From an optimization exercise on the open Yosys and OpenROAD flow, aimed at a short achievable clock period and few clock cycles; shortcuts taken in it are not production practice.
At most, simulation tests tie the RTL to the original design; equivalence was not proved.

==> run a: inputs <==
// core
module core #(
    parameter core_pkg::word_t BOOT_ADDRESS = '0
) (
    input  logic            clk,
    input  logic            rst_i,
    output logic            instr_req_o,
    output core_pkg::word_t instr_addr_o,
    input  logic            instr_rsp_i,
    input  core_pkg::word_t instr_data_i,
    output logic            data_mem_rd_o,
    output logic            data_mem_wr_o,
    output core_pkg::word_t data_addr_o,
    output core_pkg::word_t data_write_o,
    input  logic            data_mem_rsp_i,
    input  core_pkg::word_t data_read_i
);
    logic                       q_valid;
    core_pkg::word_t            q_ir;
    core_pkg::word_t            q_pc;
    core_pkg::word_t            q_pnext;
    logic                       q_hit;
    logic [core_pkg::BTB_W-1:0] q_idx;
    logic                       deq;
    logic                       q_held;
    logic                       q_hold;
    logic                       d_redirect;
    core_pkg::word_t            d_redirect_pc;
    logic                       redirect;
    core_pkg::word_t            redirect_pc;
    logic                       btb_ins;
    core_pkg::word_t            btb_pc;
    core_pkg::word_t            btb_tgt;
    logic                       btb_inv;
    logic [core_pkg::BTB_W-1:0] btb_inv_idx;
    core_pkg::reg_addr_t        rs1_addr;
    core_pkg::reg_addr_t        rs2_addr;
    core_pkg::word_t            rs1_data;
    core_pkg::word_t            rs2_data;
    logic                       wr_en;
    core_pkg::reg_addr_t        wr_addr;
    core_pkg::word_t            wr_data;
    logic                       ld0_pend;
    core_pkg::reg_addr_t        ld0_rd;
    logic                       ld1_pend;
    core_pkg::reg_addr_t        ld1_rd;
    logic                       ld_wb_en;
    core_pkg::word_t            ld_wb_data;
    logic                       mem_full;
    logic                       mem_go;
    logic                       mem_load;
    core_pkg::word_t            mem_addr;
    core_pkg::word_t            mem_wdata;
    core_pkg::reg_addr_t        mem_rd;
  ...
==> flow/config.mk <==
export PLATFORM = sky130hd
export DESIGN_NAME = core
export DESIGN_NICKNAME = core
export VERILOG_FILES = /design/flow/design.v
export SDC_FILE = /design/flow/constraint.sdc
export NUM_CORES = 4
export LEC_CHECK = 0
export ABC_CLOCK_PERIOD_IN_PS = 2500
export CAP_MARGIN = 20
export CORE_MARGIN = 2
export CORE_UTILIZATION = 50
export CTS_CLUSTER_DIAMETER = 100
export CTS_CLUSTER_SIZE = 30
export SLEW_MARGIN = 20
==> flow/constraint.sdc <==
create_clock -name core_clock -period 10.0 [get_ports {clk}]
set_input_delay 2.0000 -clock core_clock [delete_from_list [all_inputs] [get_ports {clk}]]
set_output_delay 2.0000 -clock core_clock [all_outputs]
set_load 0.01 [all_outputs]
standard.sh (not shown) runs the stock make flow with config.mk's settings and CLKGATE_MAP_FILE= SYNTH_SCRIPT=/design/flow/synth_recipe.tcl, a recipe that flattens the netlist after the stock synthesis.
==> flow/flow/run.sh <==
#!/bin/bash
# Standard layout, with timing repair aiming for slack well beyond the
# clock period's needs. Each tool's output goes to a log in this folder.
set -euo pipefail
bash standard.sh SETUP_SLACK_MARGIN=7 finish > make_finish.log 2>&1
==> inputs of run b, as changes to run a <==
--- a/flow/design.v
+++ b/flow/design.v
@@ -60,16 +60,20 @@
     output core_pkg::word_t              q_pnext_o,
     output logic                         q_hit_o,
     output logic [core_pkg::BTB_W-1:0]   q_idx_o,
     output logic                         q_held_o,
     output logic                         q_hold_o,
     input  logic                         deq_i,
-    input  logic                         d_redirect_i,
+    input  logic                         d_redirect_i,    
     input  core_pkg::word_t              d_redirect_pc_i,
-    input  logic                         redirect_i,
-    input  core_pkg::word_t              redirect_pc_i,
+    input  logic                         e_eq_i,
+    input  logic                         redir1_i,
+    input  core_pkg::word_t              rpc1_i,
+    input  logic                         redir0_i,
+    input  core_pkg::word_t              rpc0_i,
+    output logic                         redirect_o,
     input  logic                         btb_ins_i,
     input  core_pkg::word_t              btb_pc_i,
     input  core_pkg::word_t              btb_tgt_i,
     input  logic                         btb_inv_i,
     input  logic [core_pkg::BTB_W-1:0]   btb_inv_idx_i
 );
@@ -122,28 +126,37 @@
     logic            hold_in;
     logic            room_done;
     logic            room_idle;
     logic            ireq_d;
     logic            iaddr_en;
     core_pkg::word_t next_addr;
+    core_pkg::word_t na_rest;
+    core_pkg::word_t na1;
+    core_pkg::word_t na0;
+    logic            redirect_i;
+    core_pkg::word_t redirect_pc_i;
+    assign redirect_i    = e_eq_i ? redir1_i : redir0_i;
+    assign redirect_pc_i = e_eq_i ? rpc1_i : rpc0_i;
+    assign redirect_o    = redirect_i;
     assign cap = ireq_q && instr_rsp_i && !ikill_q && !redirect_i;
     assign ct_in   = instr_data_i[6:0] == core_pkg::OP_BRANCH && instr_data_i[14:12] == 3'b000 &&
                      instr_data_i[19:15] == instr_data_i[24:20];
     assign hold_in = ct_in && !phit_q;
     assign room_done = redirect_i || (!qv_q[2] && !(qv_q[1] && !ikill_q));
     assign room_idle = redirect_i || (!qv_q[2] && (!hold_q || d_redirect_i));
     always_comb begin
-        if (redirect_i) begin
-            next_addr = redirect_pc_i;
-        end else if (d_redirect_i) begin
-            next_addr = d_redirect_pc_i;
+        if (d_redirect_i) begin
+            na_rest = d_redirect_pc_i;
         end else if (ikill_q) begin
-            next_addr = rdr_pc_q;
+            na_rest = rdr_pc_q;
         end else begin
-            next_addr = pred_q;
+            na_rest = pred_q;
         end
+        na1       = redir1_i ? rpc1_i : na_rest;
+        na0       = redir0_i ? rpc0_i : na_rest;
+        next_addr = e_eq_i ? na1 : na0;
     end
     always_comb begin
         if (ireq_q) begin
             ireq_d = instr_rsp_i ? room_done && !(cap && hold_in) : 1'b1;
         end else begin
             ireq_d = room_idle;
@@ -179,15 +192,13 @@
         end
         if (redirect_i) begin
             rdr_pc_q <= redirect_pc_i;
         end
     end
     always_ff @(posedge clk) begin
-        if (!rst_i && ireq_d) begin
-            oaddr_q <= iaddr_en ? next_addr : iaddr_q;
-        end
+        oaddr_q <= iaddr_en ? next_addr : iaddr_q;
     end
     logic [2:0] qv_s;    
     logic [2:0] slot;    
     assign qv_s = deq_i ? {1'b0, qv_q[2:1]} : qv_q;
     assign slot = ~qv_s & {qv_s[1:0], 1'b1};
     always_ff @(posedge clk) begin
@@ -344,14 +355,18 @@
     input  logic                         mem_full_i,
     output logic                         mem_go_o,
     output logic                         mem_load_o,
     output core_pkg::word_t              mem_addr_o,
     output core_pkg::word_t              mem_wdata_o,
     output core_pkg::reg_addr_t          mem_rd_o,
-    output logic                         redirect_o,
-    output core_pkg::word_t              redirect_pc_o,
+    output logic                         e_eq_o,
+    output logic                         redir1_o,
+    output core_pkg::word_t              rpc1_o,
+    output logic                         redir0_o,
+    output core_pkg::word_t              rpc0_o,
+    input  logic                         redirect_i,
     output logic                         btb_ins_o,
     output core_pkg::word_t              btb_pc_o,
     output core_pkg::word_t              btb_tgt_o,
     output logic                         btb_inv_o,
     output logic [core_pkg::BTB_W-1:0]   btb_inv_idx_o
 );
@@ -398,20 +413,35 @@
     assign e_stall = e_mem && mem_full_i;
     assign mem_go_o    = e_mem && !mem_full_i;
     assign mem_load_o  = e_load_q;
     assign mem_addr_o  = e_sum;
     assign mem_wdata_o = e_sdata_q;
     assign mem_rd_o    = e_rd_q;
-    assign wr_en_o   = e_valid_q && e_wr_q;
-    assign wr_addr_o = e_rd_q;
-    assign wr_data_o = e_res;
+    logic                wb_v_q;
+    core_pkg::reg_addr_t wb_rd_q;
+    core_pkg::word_t     wb_data_q;
+    always_ff @(posedge clk) begin
+        if (rst_i) begin
+            wb_v_q <= 1'b0;
+        end else begin
+            wb_v_q <= e_valid_q && e_wr_q;
+        end
+        wb_rd_q   <= e_rd_q;
+        wb_data_q <= e_res;
+    end
+    assign wr_en_o   = wb_v_q;
+    assign wr_addr_o = wb_rd_q;
+    assign wr_data_o = wb_data_q;
     assign e_eq     = e_a_q == e_b_q;
     assign e_taken  = e_beq_q && e_eq;
     assign e_tgt_ok = e_pt_q && e_pn_q == e_tgt_q;
-    assign redirect_o    = e_valid_q && (e_taken ? !e_tgt_ok : e_pt_q);
-    assign redirect_pc_o = e_taken ? e_tgt_q : e_pc4_q;
+    assign e_eq_o   = e_eq;
+    assign redir1_o = e_valid_q && (e_beq_q ? !e_tgt_ok : e_pt_q);
+    assign rpc1_o   = e_beq_q ? e_tgt_q : e_pc4_q;
+    assign redir0_o = e_valid_q && e_pt_q;
+    assign rpc0_o   = e_pc4_q;
     assign btb_ins_o     = e_valid_q && e_taken && !(e_hit_q && e_tgt_ok);
     assign btb_pc_o      = e_pc_q;
     assign btb_tgt_o     = e_tgt_q;
     assign btb_inv_o     = e_valid_q && e_hit_q && !(e_taken && e_tgt_ok);
     assign btb_inv_idx_o = e_idx_q;
     core_pkg::word_t     ir;
@@ -474,43 +504,47 @@
         pending = (e_w && e_rd == addr) || (l0 && l0_rd == addr) || (l1 && l1_rd == addr);
     endfunction
     logic e_w;
     assign e_w = e_valid_q && (e_wr_q || e_load_q) && e_rd_q != '0;
     assign stall1 = uses_rs1 && pending(rs1, e_w, e_rd_q, ld0_pend_i, ld0_rd_i, ld1_pend_i, ld1_rd_i);
     assign stall2 = uses_rs2 && pending(rs2, e_w, e_rd_q, ld0_pend_i, ld0_rd_i, ld1_pend_i, ld1_rd_i);
+    core_pkg::word_t rs1_val;
+    core_pkg::word_t rs2_val;
+    assign rs1_val = (wb_v_q && wb_rd_q == rs1) ? wb_data_q : rs1_data_i;
+    assign rs2_val = (wb_v_q && wb_rd_q == rs2) ? wb_data_q : rs2_data_i;
     assign deq_o = q_valid_i && !e_stall && !stall1 && !stall2;
-    assign d_go  = deq_o && !redirect_o;
+    assign d_go  = deq_o && !redirect_i;
     always_comb begin
-        d_a   = rs1_data_i;
+        d_a   = rs1_val;
         d_b   = imm_i;
         d_sel = 2'd0;
         if (is_r) begin
-            d_b = is_sub ? ~rs2_data_i : rs2_data_i;
+            d_b = is_sub ? ~rs2_val : rs2_val;
             case (funct3)
                 3'b100:  d_sel = 2'd1;
                 3'b110:  d_sel = 2'd2;
                 3'b111:  d_sel = 2'd3;
                 default: d_sel = 2'd0;
             endcase
         end else if (is_lui) begin
             d_a = '0;
             d_b = imm_u;
         end else if (is_store) begin
             d_b = imm_s;
         end else if (is_beq) begin
-            d_b = rs2_data_i;
+            d_b = rs2_val;
         end
     end
     assign d_pc4 = q_pc_i + 32'd4;
     ks_adder i_tgt_add (
         .a_i   (q_pc_i),
         .b_i   (imm_b),
         .cin_i (1'b0),
         .s_o   (d_tgt)
     );
-    assign d_redirect_o    = q_valid_i && q_hold_i && !redirect_o;
+    assign d_redirect_o    = q_valid_i && q_hold_i;
     assign d_redirect_pc_o = d_tgt;
     always_ff @(posedge clk) begin
         if (rst_i) begin
             e_valid_q <= 1'b0;
         end else if (!e_stall) begin
             e_valid_q <= d_go;
@@ -524,13 +558,13 @@
             e_sel_q   <= d_sel;
             e_wr_q    <= (is_r || is_imm || is_lui) && rd != '0;
             e_load_q  <= is_load;
             e_store_q <= is_store;
             e_beq_q   <= is_beq;
             e_rd_q    <= rd;
-            e_sdata_q <= rs2_data_i;
+            e_sdata_q <= rs2_val;
             e_pc_q    <= q_pc_i;
             e_pc4_q   <= d_pc4;
             e_tgt_q   <= d_tgt;
             e_pn_q    <= q_held_i ? d_tgt : q_pnext_i;
             e_pt_q    <= q_held_i || q_hit_i;
             e_hit_q   <= q_hit_i;
@@ -675,13 +709,17 @@
     logic                       deq;
     logic                       q_held;
     logic                       q_hold;
     logic                       d_redirect;
     core_pkg::word_t            d_redirect_pc;
     logic                       redirect;
-    core_pkg::word_t            redirect_pc;
+    logic                       e_eq;
+    logic                       redir1;
+    core_pkg::word_t            rpc1;
+    logic                       redir0;
+    core_pkg::word_t            rpc0;
     logic                       btb_ins;
     core_pkg::word_t            btb_pc;
     core_pkg::word_t            btb_tgt;
     logic                       btb_inv;
     logic [core_pkg::BTB_W-1:0] btb_inv_idx;
     core_pkg::reg_addr_t        rs1_addr;
@@ -720,14 +758,18 @@
         .q_idx_o       (q_idx),
         .q_held_o      (q_held),
         .q_hold_o      (q_hold),
         .deq_i         (deq),
         .d_redirect_i    (d_redirect),
         .d_redirect_pc_i (d_redirect_pc),
-        .redirect_i    (redirect),
-        .redirect_pc_i (redirect_pc),
+        .e_eq_i        (e_eq),
+        .redir1_i      (redir1),
+        .rpc1_i        (rpc1),
+        .redir0_i      (redir0),
+        .rpc0_i        (rpc0),
+        .redirect_o    (redirect),
         .btb_ins_i     (btb_ins),
         .btb_pc_i      (btb_pc),
         .btb_tgt_i     (btb_tgt),
         .btb_inv_i     (btb_inv),
         .btb_inv_idx_i (btb_inv_idx)
     );
@@ -759,14 +801,18 @@
         .mem_full_i     (mem_full),
         .mem_go_o       (mem_go),
         .mem_load_o     (mem_load),
         .mem_addr_o     (mem_addr),
         .mem_wdata_o    (mem_wdata),
         .mem_rd_o       (mem_rd),
-        .redirect_o     (redirect),
-        .redirect_pc_o  (redirect_pc),
+        .e_eq_o         (e_eq),
+        .redir1_o       (redir1),
+        .rpc1_o         (rpc1),
+        .redir0_o       (redir0),
+        .rpc0_o         (rpc0),
+        .redirect_i     (redirect),
         .btb_ins_o      (btb_ins),
         .btb_pc_o       (btb_pc),
         .btb_tgt_o      (btb_tgt),
         .btb_inv_o      (btb_inv),
         .btb_inv_idx_o  (btb_inv_idx)
     );
Settings changed: CORE_UTILIZATION 50 to 40, CTS_CLUSTER_DIAMETER 100 to default, CTS_CLUSTER_SIZE 30 to default.
==> run notes <==
item	run a	run b
Status	stopped before the end	finished clean
Failing step	global routing	-
Adder and majority cell fraction of the synthesized area	0.01388	0.01363
Initial cell density of the core	0.5032	0.4020
Area fraction in compound gates after synthesis	0.1751	0.1254
Synth Net Count	8929	7777
Last weighted congestion value of the routability-driven placer	1.003	0.9669
Placed cell area	103300 sq um	106100 sq um
Sequential cell area fraction in the yosys report	0.5952	0.5892
Die X-Extent	447.0 um	503.7 um
TritonCTS sink count	2011	2049
Number of synthesized flops with an enable pin	1812	1780
DP Worst Slack	4.541 ns	4.660 ns
Placement Rows	162	183
H-tree depth	3	4
Number of register bits inferred by synthesis	2011	2049
Placed cell count	10950	10651
Post-cts resize count	2464	1870
Fraction of synthesized cell area in xor and xnor cells	0.02160	0.02289
Avg Cell Area, Syn	11.21 sq um	13.14 sq um
Post-synthesis cell area	98110 sq um	99860 sq um
Vertical extent of the die	447.0 um	503.7 um
Area share of the largest cell type after synthesis	0.5546	0.5353
Fraction of synthesized area in multiplexers	0.04948	0.1528
Buffers inserted during post-CTS setup optimization	506	571
Number of standard cells after synthesis	8754	7602
Placed wire-length estimate after detailed placement	260500 um	275500 um
Testbench counts of run b, summed over its fixed seeds: cycles 182,277.
No functional check of the RTL was part of run a.

-- separate check: timing with driven ports --
No port has a modelled driver above. Below, the same layout with a new extraction and two added sets of constraints. Step 1, drivers: a clkbuf_16 drives clk and a buf_2 each remaining input, both assumed. Step 2, shift: input delay + t, output delay - t, t = (earliest + latest rising clock arrival at the registers) / 2. This alone moves slack from input paths to output paths. Three values: ideal ports, drivers, drivers and shift; two values: the first two.
run: run b
t, ns: 1.016
setup slack, ns: 6.412 / 6.308 / 5.658
worst hold slack (ns): 0.339 / 0.339 / 0.339
cell pins on the clock port's net: 1
After both steps run b still meets setup and hold. The setup slack of run b moves by -0.104 ns with the drivers and by -0.754 ns with both steps.
